Source: an optimization exercise on an open RTL-to-GDS flow (aim: small area, a short achievable clock period and few clock cycles per item). Production flows keep margins and buffers that such runs may drop.
The RTL was checked by simulation tests, not by an equivalence proof against the original design.
Power figures rest on the tool's default switching activity, not on a simulated workload.

Setup of run A:
## rmt_wrapper
module rmt_wrapper #(
    parameter int unsigned C_S_AXIS_DATA_WIDTH  = 512,
    parameter int unsigned C_S_AXIS_TUSER_WIDTH = 128,
    parameter int unsigned C_M_AXIS_DATA_WIDTH  = 512,
    parameter int unsigned C_S_AXI_DATA_WIDTH   = 32,
    parameter int unsigned C_S_AXI_ADDR_WIDTH   = 12,
    parameter logic [31:0] C_BASEADDR           = 32'h80000000,
    parameter int unsigned PHV_ADDR_WIDTH       = 4
) (
    input  logic                              clk,
    input  logic                              aresetn,
    input  logic [C_S_AXIS_DATA_WIDTH-1:0]    s_axis_tdata,
    input  logic [C_S_AXIS_DATA_WIDTH/8-1:0]  s_axis_tkeep,
    input  logic [C_S_AXIS_TUSER_WIDTH-1:0]   s_axis_tuser,
    input  logic                              s_axis_tvalid,
    output logic                              s_axis_tready,
    input  logic                              s_axis_tlast,
    output logic [C_M_AXIS_DATA_WIDTH-1:0]    m_axis_tdata,
    output logic [C_M_AXIS_DATA_WIDTH/8-1:0]  m_axis_tkeep,
    output logic [C_S_AXIS_TUSER_WIDTH-1:0]   m_axis_tuser,
    output logic                              m_axis_tvalid,
    input  logic                              m_axis_tready,
    output logic                              m_axis_tlast
);
    localparam int unsigned DATA_W  = C_M_AXIS_DATA_WIDTH;
    localparam int unsigned KEEP_W  = DATA_W / 8;
    localparam int unsigned USER_W  = C_S_AXIS_TUSER_WIDTH;
    localparam int unsigned ENTRIES = 1 << PHV_ADDR_WIDTH;
    localparam int unsigned KEY_W   = 16;
    logic unused_c;
    assign unused_c = ^{C_S_AXI_DATA_WIDTH, C_S_AXI_ADDR_WIDTH, C_BASEADDR};
    function automatic logic [7:0] pkt_byte(input logic [DATA_W-1:0] d, input int unsigned n);
        pkt_byte = d[8*n +: 8];
    endfunction
    function automatic logic [15:0] be16(input logic [DATA_W-1:0] d, input int unsigned n);
        be16 = {pkt_byte(d, n), pkt_byte(d, n + 1)};
    endfunction
    function automatic logic [31:0] be32(input logic [DATA_W-1:0] d, input int unsigned n);
        be32 = {be16(d, n), be16(d, n + 2)};
    endfunction
    logic                  beat0_q, drop_q;
  ...
For scale: roughly 1000 flip-flops, about 1400 I/O pins, ~0.042 mm^2 of cells after synthesis.
Settings: LEC_CHECK=0, ABC_AREA=1, ABC_CLOCK_PERIOD_IN_PS=3000, CAP_MARGIN=20, CORE_AREA=5 5 415 415, CTS_BUF_LIST=sky130_fd_sc_hd__clkbuf_16, CTS_CLUSTER_DIAMETER=80, CTS_CLUSTER_SIZE=24, DIE_AREA=0 0 420 420, SETUP_SLACK_MARGIN=4.4, SLEW_MARGIN=20; clock period 8.5 ns.
standard.sh (not shown) runs the stock make flow with config.mk's settings and CLKGATE_MAP_FILE= SYNTH_SCRIPT=/design/flow/synth_recipe.tcl, a recipe that flattens the netlist after the stock synthesis.
==> flow/flow/run.sh <==
#!/bin/bash
# Standard ORFS layout, with the port buffers made from the smallest buffer
# cell instead of the default delay buffer, and pins allowed on every track so
# that the die can be smaller. Full tool output goes to flow_standard.log in
# the work folder.
set -uo pipefail
bash standard.sh 'BUFFER_PORTS_ARGS=-buffer_cell sky130_fd_sc_hd__buf_1' \
  'PLACE_PINS_ARGS=-min_distance 1 -min_distance_in_tracks' finish > flow_standard.log 2>&1
Run A did not finish; the tool stopped in 5_1_grt with error GRT-0116.
Testbench counts of run A, summed over its fixed seeds: cycles 9,756, items 9,749.
### run A -> run B
==> flow/flow/run.sh <==
#!/bin/bash
# Standard ORFS layout, with the port buffers made from the smallest buffer
# cell instead of the default delay buffer. Full tool output goes to
# flow_standard.log in the work folder.
set -uo pipefail
bash standard.sh 'BUFFER_PORTS_ARGS=-buffer_cell sky130_fd_sc_hd__buf_1' finish > flow_standard.log 2>&1
-- flow/config.mk --
<<< run A, line 10
export CAP_MARGIN = 20
export CORE_AREA = 5 5 415 415
export CTS_BUF_LIST = sky130_fd_sc_hd__clkbuf_16
export CTS_CLUSTER_DIAMETER = 80
export CTS_CLUSTER_SIZE = 24
export DIE_AREA = 0 0 420 420
export SETUP_SLACK_MARGIN = 4.4
export SLEW_MARGIN = 20
>>> run B, line 10
export CAP_MARGIN = 20
export CORE_AREA = 5 5 485 485
export CTS_BUF_LIST = sky130_fd_sc_hd__clkbuf_8
export CTS_CLUSTER_DIAMETER = 60
export CTS_CLUSTER_SIZE = 16
export DIE_AREA = 0 0 490 490
export PLACE_DENSITY = 0.9
export SETUP_SLACK_MARGIN = 5.0
export SLEW_MARGIN = 20
### Flow results
Sort run A and run B by effective utilization at floorplan, descending, and run A comes first. Run B reached the end of the flow, and the finished layout is clean on the timing, design-rule and antenna checks. Comparing run B against run A, there is no change at all in number of buffers on the longest clock path. Reported for run A and run B, synthesized area turned out identical to the last digit.
Here is what was changed in the inputs of run C compared with run B.
-- flow/config.mk --
<<< run B, line 11
export CORE_AREA = 5 5 485 485
export CTS_BUF_LIST = sky130_fd_sc_hd__clkbuf_8
export CTS_CLUSTER_DIAMETER = 60
export CTS_CLUSTER_SIZE = 16
export DIE_AREA = 0 0 490 490
export PLACE_DENSITY = 0.9
export SETUP_SLACK_MARGIN = 5.0
export SLEW_MARGIN = 20
>>> run C, line 11
export CORE_AREA = 5 5 485 485
export CTS_BUF_LIST = sky130_fd_sc_hd__clkbuf_16
export CTS_CLUSTER_DIAMETER = 80
export CTS_CLUSTER_SIZE = 24
export DIE_AREA = 0 0 490 490
export SETUP_SLACK_MARGIN = 4.8
export SLEW_MARGIN = 20
==> notes.md <==
- Detailed-router iteration count before antenna repair in run C is 5 lower than in run B
- Clock latency on the worst-skew pair, run B and run C, higher one = run B.
- Total wire length for run C: about 9% up relative to run B
- Per the comparison of run C with run B, post-route cell area did not really move, final worst setup slack went up.
diff inputs: run C => run D
==> flow/flow/run.sh <==
#!/bin/bash
# Standard ORFS layout with two changes to how it is made:
#  - port buffers use the smallest buffer cell instead of the default delay buffer;
#  - each input pin is placed next to the output pin of the same pass-through bit
#    (tdata, tkeep, tuser, tlast), so a register sits between two nearby pins.
# Full tool output goes to flow_standard.log in the work folder.
set -uo pipefail
groups=""
for i in $(seq 0 511); do groups+=" -group_pins {s_axis_tdata[$i] m_axis_tdata[$i]}"; done
for i in $(seq 0 63); do groups+=" -group_pins {s_axis_tkeep[$i] m_axis_tkeep[$i]}"; done
for i in $(seq 0 127); do groups+=" -group_pins {s_axis_tuser[$i] m_axis_tuser[$i]}"; done
groups+=" -group_pins {s_axis_tlast m_axis_tlast} -group_pins {s_axis_tvalid m_axis_tvalid}"
groups+=" -group_pins {m_axis_tready s_axis_tready}"
bash standard.sh 'BUFFER_PORTS_ARGS=-buffer_cell sky130_fd_sc_hd__buf_1' \
  "PLACE_PINS_ARGS=$groups" finish > flow_standard.log 2>&1
-- flow/config.mk --
<<< run C, line 11
export CORE_AREA = 5 5 485 485
export CTS_BUF_LIST = sky130_fd_sc_hd__clkbuf_16
export CTS_CLUSTER_DIAMETER = 80
export CTS_CLUSTER_SIZE = 24
export DIE_AREA = 0 0 490 490
>>> run D, line 11
export CORE_AREA = 5 5 485 485
export CTS_BUF_LIST = sky130_fd_sc_hd__clkbuf_8
export CTS_CLUSTER_DIAMETER = 60
export CTS_CLUSTER_SIZE = 16
export DIE_AREA = 0 0 490 490
## What came out
Routed via count shrinks by a little under 10% when moving from run C to run D. Global-route wire length before repair, run C and run D: larger value in run C. Run D ends up with a clock latency at the later pin of the worst-skew pair that is 0.13 ns higher than in run C. Shortest clock period the worst path allows after layout in run D is 0.25 ns higher than in run C. In run D the met3 track demand over resource in global routing turned out 7.7 points lower than in run C. Re initial standard-cell utilization of the core: no difference whatsoever between run D and run C. When run D is set beside run C, its combinational fraction of design power turns out to be 1.2 points smaller. NOTE: routed wire length in run D falls short of that of run C.

==> separate check: timing with driven ports <==
No port has a modelled driver above. Below, the same layouts with a new extraction and two added sets of constraints. Step 1: set_driving_cell puts a clkbuf_16 on clk and a buf_2 on each other input, an assumption about the parent block. Step 2 times the ports against the registers' clock, not the clock port: input delays grow and output delays shrink by t, the midpoint of the rising clock arrivals with the driver on. Slacks: ideal / step 1 / step 2; pairs: ideal / step 1.
run | t (ns) | setup slack, ns | worst register clock-pin slew, ns
run B | 0.945 | 4.603 / 4.479 / 3.534 | 0.12 / 0.12
run C | 0.822 | 4.623 / 4.571 / 3.749 | 0.10 / 0.10
run D | 0.925 | 4.373 / 4.417 / 3.492 | 0.11 / 0.11
After both steps setup and hold are still met in every run listed. The setup slack of run B, which loses most, moves by -0.124 ns with the drivers and by -1.069 ns with both steps.
